Context: an optimization exercise on an open-source flow, tuned for small area, a short achievable clock period and few clock cycles per item. The choices shown serve that exercise and are no tape-out recipe.
Only simulation tests tie the RTL to the original design; equivalence was not proved.
No activity file was given, so power comes from the tool's default toggle rates.

==> flow/design.v <==
`timescale 1ns / 1ps
package qdq_pkg;
   localparam int NUM_QUEUES  = 32;
   localparam int QUEUE_DEPTH = 8;
   localparam int TAG_BITS    = 16;
   localparam int QADDR_BITS = (NUM_QUEUES > 1) ? $clog2(NUM_QUEUES) : 1;
   localparam int CNT_BITS   = $clog2(QUEUE_DEPTH + 1);
   localparam int QIDX_W   = 5;
   localparam int TAG_W    = 16;
   localparam int COUNT_W  = 4;
   localparam logic OP_ADD  = 1'b0;
   localparam logic OP_TAKE = 1'b1;
   typedef enum logic [1:0] {
      STAT_ADDED = 2'd0,
      STAT_FULL  = 2'd1,
      STAT_TAKEN = 2'd2,
      STAT_EMPTY = 2'd3
   } status_type;
   typedef struct packed {
      logic [TAG_BITS-1:0] tag;
      logic                urgent;
   } entry_type;
   localparam int ENTRY_BITS = TAG_BITS + 1;
   localparam int ROW_BITS   = QUEUE_DEPTH * ENTRY_BITS;
   typedef logic [ROW_BITS-1:0] row_type;
   typedef struct packed {
      row_type              row;
      logic [CNT_BITS-1:0]  count;
      logic                 write;
      status_type           status;
      entry_type            head;
   } update_type;
endpackage
`timescale 1ns / 1ps
module qdq_row_mem #(
   parameter int NG = 1
) (
   input  logic                                clock,
   input  logic [qdq_pkg::NUM_QUEUES-1:0]      qsel,
   input  logic [qdq_pkg::NUM_QUEUES-1:0]      wsel,
   input  logic [qdq_pkg::QUEUE_DEPTH-1:0]     slot_we,
   input  logic [NG*qdq_pkg::ENTRY_BITS-1:0]   wr_data,
   input  logic [qdq_pkg::QUEUE_DEPTH-1:0]     slot_rd,
   output logic [4*qdq_pkg::ENTRY_BITS-1:0]    rd_part
);
   localparam int NQ = qdq_pkg::NUM_QUEUES;
   localparam int ND = qdq_pkg::QUEUE_DEPTH;
   localparam int EW = qdq_pkg::ENTRY_BITS;
   logic [NQ*ND*EW-1:0] mem;
   logic [ND*EW-1:0]    col;
   logic [4*EW-1:0]     part;
   for (genvar q = 0; q < NQ; q++) begin : g_q
      for (genvar s = 0; s < ND; s++) begin : g_s
         always_ff @(posedge clock) begin
            if (wsel[q] && slot_we[s]) begin
               mem[(q*ND+s)*EW +: EW] <= wr_data[(q/(NQ/NG))*EW +: EW];
            end
         end
      end
   end
   always_comb begin
      col = '0;
      for (int s = 0; s < ND; s++) begin
         for (int q = 0; q < NQ; q++) begin
            col[s*EW +: EW] = col[s*EW +: EW] | ({EW{qsel[q]}} & mem[(q*ND+s)*EW +: EW]);
         end
      end
      part = '0;
      for (int s = 0; s < ND; s++) begin
         part[(s/(ND/4))*EW +: EW] = part[(s/(ND/4))*EW +: EW] | ({EW{slot_rd[s]}} & col[s*EW +: EW]);
      end
   end
   always_ff @(posedge clock) begin
      rd_part <= part;
   end
endmodule
`timescale 1ns / 1ps
module qdq_count_mem (
   input  logic                          clock,
   input  logic                          reset,
   input  logic [4:0]                    rd_addr,
   output logic [3:0]                    rd_cnt,
   output logic [2:0]                    rd_head,
   input  logic [qdq_pkg::NUM_QUEUES-1:0] wr_sel,
   input  logic [3:0]                    wr_cnt,
   input  logic [2:0]                    wr_head
);
   localparam int NQ = qdq_pkg::NUM_QUEUES;
   logic [3:0] cnt_ff  [NQ];
   logic [2:0] head_ff [NQ];
   for (genvar q = 0; q < NQ; q++) begin : g_q
      always_ff @(posedge clock) begin
         if (reset || wr_sel[q]) begin
            cnt_ff[q]  <= reset ? 4'd0 : wr_cnt;
            head_ff[q] <= reset ? 3'd0 : wr_head;
         end
      end
   end
   assign rd_cnt  = cnt_ff[rd_addr];
   assign rd_head = head_ff[rd_addr];
endmodule
`timescale 1ns / 1ps
module qdq_shift #(
   parameter int W = 23,
   parameter int N = 4
) (
   input  logic         clock,
   input  logic         reset,
   input  logic         in_valid,
   input  logic [W-1:0] in_data,
   input  logic         in_req,
   output logic         in_ready,
   output logic         acc,
   input  logic         out_ready,
   output logic         out_valid,
   output logic [W-1:0] out_data
);
   logic [W-1:0] d_ff [N];
   logic [N-1:0] v_ff;                  
   logic [N-1:0] owed_ff;               
   logic [N-1:0] v_next, owed_next;
   logic         empty_ff;              
   logic         ready_ff;              
   logic         pop;
   assign pop       = !empty_ff && out_ready;
   assign out_valid = v_ff[0];
   assign out_data  = d_ff[0];
   assign in_ready  = ready_ff;
   assign acc       = in_req && in_ready;
   always_comb begin
      if (pop && !in_valid)      v_next = v_ff >> 1;
      else if (!pop && in_valid) v_next = {v_ff[N-2:0], 1'b1};
      else                       v_next = v_ff;
      if (pop && !acc)           owed_next = owed_ff >> 1;
      else if (!pop && acc)      owed_next = {owed_ff[N-2:0], 1'b1};
      else                       owed_next = owed_ff;
   end
   always_ff @(posedge clock) begin
      if (reset) begin
         v_ff         <= '0;
         owed_ff      <= '0;
         empty_ff     <= 1'b1;
         ready_ff     <= 1'b1;
      end else begin
         v_ff         <= v_next;
         owed_ff      <= owed_next;
         empty_ff     <= !v_next[0];
         ready_ff     <= !owed_next[N-1];
      end
   end
   for (genvar i = 0; i < N; i++) begin : g_e
      always_ff @(posedge clock) begin
         if (pop) begin
            if (i + 1 < N && v_ff[(i + 1) % N]) d_ff[i] <= d_ff[(i + 1) % N];
            else                                d_ff[i] <= in_data;
         end else if (i == 0 ? empty_ff : !v_ff[i]) begin
            d_ff[i] <= in_data;
         end
      end
   end
endmodule
`timescale 1ns / 1ps
module multi_queue_urgent_front_deque (
   input  logic        clock,
   input  logic        reset,
   input  logic        req_tvalid,
   output logic        req_tready,
   input  logic [23:0] req_tdata,   
   input  logic        req_tuser,   
   output logic        rsp_tvalid,
   input  logic        rsp_tready,
   output logic [23:0] rsp_tdata,   
   output logic [1:0]  rsp_tuser    
);
   localparam int NQ = qdq_pkg::NUM_QUEUES;
   localparam int ND = qdq_pkg::QUEUE_DEPTH;
   localparam int EW = qdq_pkg::ENTRY_BITS;
   localparam int RW = EW + qdq_pkg::COUNT_W + 2;    
   localparam int NG = 4;                            
   logic          acc;
   logic [4:0]    qin;
   logic [3:0]    rd_cnt;
   logic [2:0]    rd_head;
   logic          va_ff;
   logic [4:0]    qia_ff;
   logic [NQ-1:0] qa_ff;        
   logic          takea_ff;
   logic          urga_ff;
   logic [EW-1:0] enta_ff;      
   logic [3:0]    cnta_ff;      
   logic [2:0]    heada_ff;
   logic [2:0]    taila_ff;     
   logic          fwdb_a_ff;    
   logic          fwdc_a_ff;    
   logic          vb_ff;
   logic [4:0]    qib_ff;
   logic [NQ-1:0] qb_ff;
   logic [NQ-1:0] qbw_ff;       
   logic [NG*EW-1:0] entb_ff;   
   logic [ND-1:0] slot_web_ff, slot_rdb_ff;
   logic [3:0]    cntb_ff;      
   logic [2:0]    headb_ff;     
   logic [2:0]    tailb_ff;     
   logic [1:0]    statusb_ff;
   logic          vc_ff;
   logic [3:0]    cntc_ff;
   logic [2:0]    headc_ff;
   logic [2:0]    tailc_ff;
   logic [1:0]    statusc_ff;
   assign qin = req_tdata[4:0];
   qdq_count_mem u_state (
      .clock    (clock),
      .reset    (reset),
      .rd_addr  (qin),
      .rd_cnt   (rd_cnt),
      .rd_head  (rd_head),
      .wr_sel   (qb_ff),
      .wr_cnt   (cntb_ff),
      .wr_head  (headb_ff)
   );
   always_ff @(posedge clock) begin
      if (reset) begin
         va_ff <= 1'b0;
         qa_ff <= '0;
      end else begin
         va_ff <= acc;
         qa_ff <= acc ? (NQ'(1) << qin) : '0;
      end
      qia_ff    <= qin;
      takea_ff  <= req_tuser;
      urga_ff   <= req_tdata[21];
      enta_ff   <= req_tdata[21:5];
      cnta_ff   <= rd_cnt;
      heada_ff  <= rd_head;
      taila_ff  <= rd_head + rd_cnt[2:0];
      fwdb_a_ff <= va_ff && (qia_ff == qin);
      fwdc_a_ff <= vb_ff && (qib_ff == qin);
   end
   logic [3:0]    cnt, cnt_new;
   logic [2:0]    head, head_new;
   logic [2:0]    tail, tail_new;
   logic [ND-1:0] slot_we, slot_rd;
   logic [1:0]    status;
   always_comb begin
      if (fwdb_a_ff) begin
         cnt  = cntb_ff;
         head = headb_ff;
         tail = tailb_ff;
      end else if (fwdc_a_ff) begin
         cnt  = cntc_ff;
         head = headc_ff;
         tail = tailc_ff;
      end else begin
         cnt  = cnta_ff;
         head = heada_ff;
         tail = taila_ff;
      end
   end
   qdq_shift_ctl u_ctl (
      .take     (takea_ff),
      .urgent   (urga_ff),
      .cnt      (cnt),
      .head     (head),
      .tail     (tail),
      .cnt_new  (cnt_new),
      .head_new (head_new),
      .tail_new (tail_new),
      .slot_we  (slot_we),
      .slot_rd  (slot_rd),
      .status   (status)
   );
   always_ff @(posedge clock) begin
      if (reset) begin
         vb_ff  <= 1'b0;
         qb_ff  <= '0;
         qbw_ff <= '0;
      end else begin
         vb_ff  <= va_ff;
         qb_ff  <= qa_ff;
         qbw_ff <= (|slot_we) ? qa_ff : '0;
      end
      qib_ff      <= qia_ff;
      slot_web_ff <= slot_we;
      slot_rdb_ff <= slot_rd;
      cntb_ff     <= cnt_new;
      headb_ff    <= head_new;
      tailb_ff    <= tail_new;
      statusb_ff  <= status;
   end
   for (genvar g = 0; g < NG; g++) begin : g_wd
      always_ff @(posedge clock) begin
         if (|qa_ff[g*(NQ/NG) +: NQ/NG]) entb_ff[g*EW +: EW] <= enta_ff;
      end
   end
   logic [4*EW-1:0] rd_part;
   qdq_row_mem #(.NG(NG)) u_store (
      .clock    (clock),
      .qsel     (qb_ff),
      .wsel     (qbw_ff),
      .slot_we  (slot_web_ff),
      .wr_data  (entb_ff),
      .slot_rd  (slot_rdb_ff),
      .rd_part  (rd_part)
   );
   always_ff @(posedge clock) begin
      if (reset) vc_ff <= 1'b0;
      else       vc_ff <= vb_ff;
      cntc_ff    <= cntb_ff;
      headc_ff   <= headb_ff;
      tailc_ff   <= tailb_ff;
      statusc_ff <= statusb_ff;
   end
   qdq_shift #(.W(RW), .N(5)) u_out (
      .clock    (clock),
      .reset    (reset),
      .in_valid (vc_ff),
      .in_data  ({statusc_ff, cntc_ff, rd_part[3*EW +: EW] | rd_part[2*EW +: EW] | rd_part[EW +: EW] | rd_part[0 +: EW]}),
      .in_req   (req_tvalid),
      .in_ready (req_tready),
      .acc      (acc),
      .out_ready(rsp_tready),
      .out_valid(rsp_tvalid),
      .out_data ({rsp_tuser, rsp_tdata[20:0]})
   );
   assign rsp_tdata[23:21] = 3'b000;
endmodule
module qdq_shift_ctl (
   input  logic       take,
   input  logic       urgent,
   input  logic [3:0] cnt,
   input  logic [2:0] head,
   input  logic [2:0] tail,
   output logic [3:0] cnt_new,
   output logic [2:0] head_new,
   output logic [2:0] tail_new,
   output logic [7:0] slot_we,
   output logic [7:0] slot_rd,
   output logic [1:0] status
);
   logic       full, empty;
   logic       do_add, do_take;
   logic [2:0] head_m1, head_p1, widx;
   always_comb begin
      full    = cnt[3];
      empty   = (cnt == 4'd0);
      do_add  = !take && !full;
      do_take = take && !empty;
      head_m1 = head - 3'd1;
      head_p1 = head + 3'd1;
      widx    = urgent ? head_m1 : tail;
      for (int s = 0; s < 8; s++) begin
         slot_we[s] = do_add && (widx == 3'(s));
         slot_rd[s] = do_take && (head == 3'(s));
      end
      if (do_add)       cnt_new = cnt + 4'd1;
      else if (do_take) cnt_new = cnt - 4'd1;
      else              cnt_new = cnt;
      if (do_add && !urgent) tail_new = tail + 3'd1;
      else                   tail_new = tail;
      if (do_add && urgent) head_new = head_m1;
      else if (do_take)     head_new = head_p1;
      else                  head_new = head;
      if (take) status = empty ? qdq_pkg::STAT_EMPTY : qdq_pkg::STAT_TAKEN;
      else      status = full  ? qdq_pkg::STAT_FULL  : qdq_pkg::STAT_ADDED;
   end
endmodule
clock: 5.0 ns
lec_check: 0
cap_margin: 20
core_margin: 2
core_utilization: 60
cts_cluster_diameter: 100
cts_cluster_size: 25
setup_slack_margin: 2.7
slew_margin: 45
synth_memory_max_bits: 8192
run.sh (not shown) runs the stock make flow with config.mk's settings and CLKGATE_MAP_FILE= SYNTH_SCRIPT=/design/flow/synth_recipe.tcl, a recipe that flattens the netlist after the stock synthesis.
The baseline reached the layout checks and failed them: antenna violations.
Testbench counts at the start, summed over its fixed seeds: cycles 16,032, items 16,000.
Next try:
--- a/flow/design.v
+++ b/flow/design.v
@@ -190,5 +190,4 @@
    logic [3:0]    cnta_ff;      
    logic [2:0]    heada_ff;
-   logic [2:0]    taila_ff;     
    logic          fwdb_a_ff;    
    logic          fwdc_a_ff;    
@@ -201,10 +200,8 @@
    logic [3:0]    cntb_ff;      
    logic [2:0]    headb_ff;     
-   logic [2:0]    tailb_ff;     
    logic [1:0]    statusb_ff;
    logic          vc_ff;
    logic [3:0]    cntc_ff;
    logic [2:0]    headc_ff;
-   logic [2:0]    tailc_ff;
    logic [1:0]    statusc_ff;
    assign qin = req_tdata[4:0];
@@ -233,5 +230,4 @@
       cnta_ff   <= rd_cnt;
       heada_ff  <= rd_head;
-      taila_ff  <= rd_head + rd_cnt[2:0];
       fwdb_a_ff <= va_ff && (qia_ff == qin);
       fwdc_a_ff <= vb_ff && (qib_ff == qin);
@@ -239,5 +235,4 @@
    logic [3:0]    cnt, cnt_new;
    logic [2:0]    head, head_new;
-   logic [2:0]    tail, tail_new;
    logic [ND-1:0] slot_we, slot_rd;
    logic [1:0]    status;
@@ -246,13 +241,10 @@
          cnt  = cntb_ff;
          head = headb_ff;
-         tail = tailb_ff;
       end else if (fwdc_a_ff) begin
          cnt  = cntc_ff;
          head = headc_ff;
-         tail = tailc_ff;
       end else begin
          cnt  = cnta_ff;
          head = heada_ff;
-         tail = taila_ff;
       end
    end
@@ -262,8 +254,6 @@
       .cnt      (cnt),
       .head     (head),
-      .tail     (tail),
       .cnt_new  (cnt_new),
       .head_new (head_new),
-      .tail_new (tail_new),
       .slot_we  (slot_we),
       .slot_rd  (slot_rd),
@@ -285,5 +275,4 @@
       cntb_ff     <= cnt_new;
       headb_ff    <= head_new;
-      tailb_ff    <= tail_new;
       statusb_ff  <= status;
    end
@@ -308,5 +297,4 @@
       cntc_ff    <= cntb_ff;
       headc_ff   <= headb_ff;
-      tailc_ff   <= tailb_ff;
       statusc_ff <= statusb_ff;
    end
@@ -330,8 +318,6 @@
    input  logic [3:0] cnt,
    input  logic [2:0] head,
-   input  logic [2:0] tail,
    output logic [3:0] cnt_new,
    output logic [2:0] head_new,
-   output logic [2:0] tail_new,
    output logic [7:0] slot_we,
    output logic [7:0] slot_rd,
@@ -340,5 +326,5 @@
    logic       full, empty;
    logic       do_add, do_take;
-   logic [2:0] head_m1, head_p1, widx;
+   logic [2:0] head_m1, head_p1, tail, widx;
    always_comb begin
       full    = cnt[3];
@@ -348,4 +334,5 @@
       head_m1 = head - 3'd1;
       head_p1 = head + 3'd1;
+      tail    = head + cnt[2:0];
       widx    = urgent ? head_m1 : tail;
       for (int s = 0; s < 8; s++) begin
@@ -356,6 +343,4 @@
       else if (do_take) cnt_new = cnt - 4'd1;
       else              cnt_new = cnt;
-      if (do_add && !urgent) tail_new = tail + 3'd1;
-      else                   tail_new = tail;
       if (do_add && urgent) head_new = head_m1;
       else if (do_take)     head_new = head_p1;
What happened: Now the flow ran to the end with no violations; power came out lower by 0.36%; cell area came out lower by 0.64%; maximum frequency came out lower by 0.61%; sequential power stays flat; non-clock buffer count came out lower by 95; clock-buffer cell count came out higher by 36; sequential share of layout area came out higher by 0.38 points; core utilization came out lower by 0.49 points; synthesized cell count stays flat; routed wire length came out lower by 2.8%.
Testbench counts after the change, summed over its fixed seeds: cycles 16,032, items 16,000.

========
Setup of delta:
Another version of the RTL of multi_queue_urgent_front_deque (not shown whole).
For scale: ~5000 flip-flops, ~57 I/O pins.
==> flow/design.v (excerpt) <==
module multi_queue_urgent_front_deque (
   input  logic        clock,
   input  logic        reset,
   input  logic        req_tvalid,
   output logic        req_tready,
   input  logic [23:0] req_tdata,   
   input  logic        req_tuser,   
   output logic        rsp_tvalid,
   input  logic        rsp_tready,
   output logic [23:0] rsp_tdata,   
   output logic [1:0]  rsp_tuser    
);
export LEC_CHECK = 0
export CAP_MARGIN = 20
export CORE_MARGIN = 2
export CORE_UTILIZATION = 60
export CTS_CLUSTER_DIAMETER = 100
export CTS_CLUSTER_SIZE = 25
export SETUP_SLACK_MARGIN = 2.7
export SLEW_MARGIN = 45
export SYNTH_MEMORY_MAX_BITS = 8192
create_clock -name core_clock -period 5.0 [get_ports {clock}]
delta: flow completed, timing, DRC and antenna clean
Testbench counts of delta, summed over its fixed seeds: cycles 16,032, items 16,000.
### delta -> tundra
--- a/flow/design.v
+++ b/flow/design.v
@@ -34,45 +34,45 @@
 `timescale 1ns / 1ps
 module qdq_row_mem #(
    parameter int NG = 1
 ) (
    input  logic                                clock,
    input  logic [qdq_pkg::NUM_QUEUES-1:0]      qsel,
    input  logic [qdq_pkg::QUEUE_DEPTH-1:0]     slot_we,
    input  logic [NG*qdq_pkg::ENTRY_BITS-1:0]   wr_data,
    input  logic [qdq_pkg::QUEUE_DEPTH-1:0]     slot_rd,
-   output logic [4*qdq_pkg::ENTRY_BITS-1:0]    rd_part
+   output logic [2*qdq_pkg::ENTRY_BITS-1:0]    rd_part
 );
    localparam int NQ = qdq_pkg::NUM_QUEUES;
    localparam int ND = qdq_pkg::QUEUE_DEPTH;
    localparam int EW = qdq_pkg::ENTRY_BITS;
    logic [NQ*ND*EW-1:0] mem;
    logic [ND*EW-1:0]    col;
-   logic [4*EW-1:0]     part;
+   logic [2*EW-1:0]     part;
    for (genvar q = 0; q < NQ; q++) begin : g_q
       for (genvar s = 0; s < ND; s++) begin : g_s
          always_ff @(posedge clock) begin
             if (qsel[q] && slot_we[s]) begin
                mem[(q*ND+s)*EW +: EW] <= wr_data[(q/(NQ/NG))*EW +: EW];
             end
          end
       end
    end
    always_comb begin
       col = '0;
       for (int s = 0; s < ND; s++) begin
          for (int q = 0; q < NQ; q++) begin
             col[s*EW +: EW] = col[s*EW +: EW] | ({EW{qsel[q]}} & mem[(q*ND+s)*EW +: EW]);
          end
       end
       part = '0;
       for (int s = 0; s < ND; s++) begin
-         part[(s/(ND/4))*EW +: EW] = part[(s/(ND/4))*EW +: EW] | ({EW{slot_rd[s]}} & col[s*EW +: EW]);
+         part[(s/(ND/2))*EW +: EW] = part[(s/(ND/2))*EW +: EW] | ({EW{slot_rd[s]}} & col[s*EW +: EW]);
       end
    end
    always_ff @(posedge clock) begin
       rd_part <= part;
    end
 endmodule
 `timescale 1ns / 1ps
 module qdq_count_mem (
    input  logic                          clock,
@@ -113,44 +113,47 @@
    input  logic         out_ready,
    output logic         out_valid,
    output logic [W-1:0] out_data
 );
    logic [W-1:0] d_ff [N];
    logic [N-1:0] v_ff;                  
    logic [N-1:0] owed_ff;               
    logic [N-1:0] v_next, owed_next;
    logic         empty_ff;              
-   logic         ready_ff;              
+   logic         room_ff;               
+   logic         full_busy_ff;          
    logic         pop;
    assign pop       = !empty_ff && out_ready;
    assign out_valid = v_ff[0];
    assign out_data  = d_ff[0];
-   assign in_ready  = ready_ff;
+   assign in_ready  = room_ff || (full_busy_ff && out_ready);
    assign acc       = in_req && in_ready;
    always_comb begin
       if (pop && !in_valid)      v_next = v_ff >> 1;
       else if (!pop && in_valid) v_next = {v_ff[N-2:0], 1'b1};
       else                       v_next = v_ff;
       if (pop && !acc)           owed_next = owed_ff >> 1;
       else if (!pop && acc)      owed_next = {owed_ff[N-2:0], 1'b1};
       else                       owed_next = owed_ff;
    end
    always_ff @(posedge clock) begin
       if (reset) begin
          v_ff         <= '0;
          owed_ff      <= '0;
          empty_ff     <= 1'b1;
-         ready_ff     <= 1'b1;
+         room_ff      <= 1'b1;
+         full_busy_ff <= 1'b0;
       end else begin
          v_ff         <= v_next;
          owed_ff      <= owed_next;
          empty_ff     <= !v_next[0];
-         ready_ff     <= !owed_next[N-1];
+         room_ff      <= !owed_next[N-1];
+         full_busy_ff <= owed_next[N-1] && v_next[0];
       end
    end
    for (genvar i = 0; i < N; i++) begin : g_e
       always_ff @(posedge clock) begin
          if (pop) begin
             if (i + 1 < N && v_ff[(i + 1) % N]) d_ff[i] <= d_ff[(i + 1) % N];
             else                                d_ff[i] <= in_data;
          end else if (i == 0 ? empty_ff : !v_ff[i]) begin
             d_ff[i] <= in_data;
@@ -271,39 +274,39 @@
       cntb_ff     <= cnt_new;
       headb_ff    <= head_new;
       statusb_ff  <= status;
    end
    for (genvar g = 0; g < NG; g++) begin : g_wd
       always_ff @(posedge clock) begin
          if (|qa_ff[g*(NQ/NG) +: NQ/NG]) entb_ff[g*EW +: EW] <= enta_ff;
       end
    end
-   logic [4*EW-1:0] rd_part;
+   logic [2*EW-1:0] rd_part;
    qdq_row_mem #(.NG(NG)) u_store (
       .clock    (clock),
       .qsel     (qb_ff),
       .slot_we  (slot_web_ff),
       .wr_data  (entb_ff),
       .slot_rd  (slot_rdb_ff),
       .rd_part  (rd_part)
    );
    always_ff @(posedge clock) begin
       if (reset) vc_ff <= 1'b0;
       else       vc_ff <= vb_ff;
       cntc_ff    <= cntb_ff;
       headc_ff   <= headb_ff;
       statusc_ff <= statusb_ff;
    end
-   qdq_shift #(.W(RW), .N(5)) u_out (
+   qdq_shift #(.W(RW), .N(4)) u_out (
       .clock    (clock),
       .reset    (reset),
       .in_valid (vc_ff),
-      .in_data  ({statusc_ff, cntc_ff, rd_part[3*EW +: EW] | rd_part[2*EW +: EW] | rd_part[EW +: EW] | rd_part[0 +: EW]}),
+      .in_data  ({statusc_ff, cntc_ff, rd_part[EW +: EW] | rd_part[0 +: EW]}),
       .in_req   (req_tvalid),
       .in_ready (req_tready),
       .acc      (acc),
       .out_ready(rsp_tready),
       .out_valid(rsp_tvalid),
       .out_data ({rsp_tuser, rsp_tdata[20:0]})
    );
    assign rsp_tdata[23:21] = 3'b000;
 endmodule
--- outcome ---
In summary, tundra completed successfully, with a layout that passed the timing, DRC and antenna checks.
Compared with delta, combinational power in tundra increased slightly.
Total standard cell area after synthesis shrinks slightly when moving from delta to tundra.
Summary of tundra over delta: total number of sequential cells fell 58; global-route usage rose 1.1 points; areal power density over the cells fell 2.1%; multi-input gate count fell about 1.6%.
Testbench counts of tundra, summed over its fixed seeds: cycles 16,032, items 16,000.

## what the ideal ports hide
In the flow no input, the clock included, has a driving cell. The finished layouts below were timed again as built, in two steps.
Step 1: set_driving_cell puts a clkbuf_16 on clock and a buf_2 on each other input, an assumption about the parent block.
Step 2 moves the port delays by t, midway between the first and last clock arrival at a register: inputs arrive t later, outputs are due t later. That takes back most of the time a late clock gives input paths.
Slacks: ideal / step 1 / step 2; pairs: ideal / step 1.
| run | shift t [ns] | setup slack, ns | hold WS [ns] | clock arrival spread, ns | cell pins on the clock port's net |
|---|---|---|---|---|---|
| the first run of note 1 | 1.101 | 2.381 / 2.269 / 1.450 | 0.201 / 0.135 / 0.336 | 0.049 / 0.049 | 1 |
| the second run of note 1 | 1.092 | 2.365 / 2.365 / 1.746 | 0.305 / 0.223 / 0.336 | 0.077 / 0.076 | 1 |
| delta | 1.091 | 2.245 / 2.128 / 1.803 | 0.300 / 0.228 / 0.336 | 0.056 / 0.056 | 1 |
| tundra | 1.092 | 2.225 / 2.225 / 1.662 | 0.273 / 0.205 / 0.329 | 0.048 / 0.048 | 1 |
The setup slack of the first run of note 1, which loses most, moves by -0.112 ns with the drivers and by -0.931 ns with both steps.
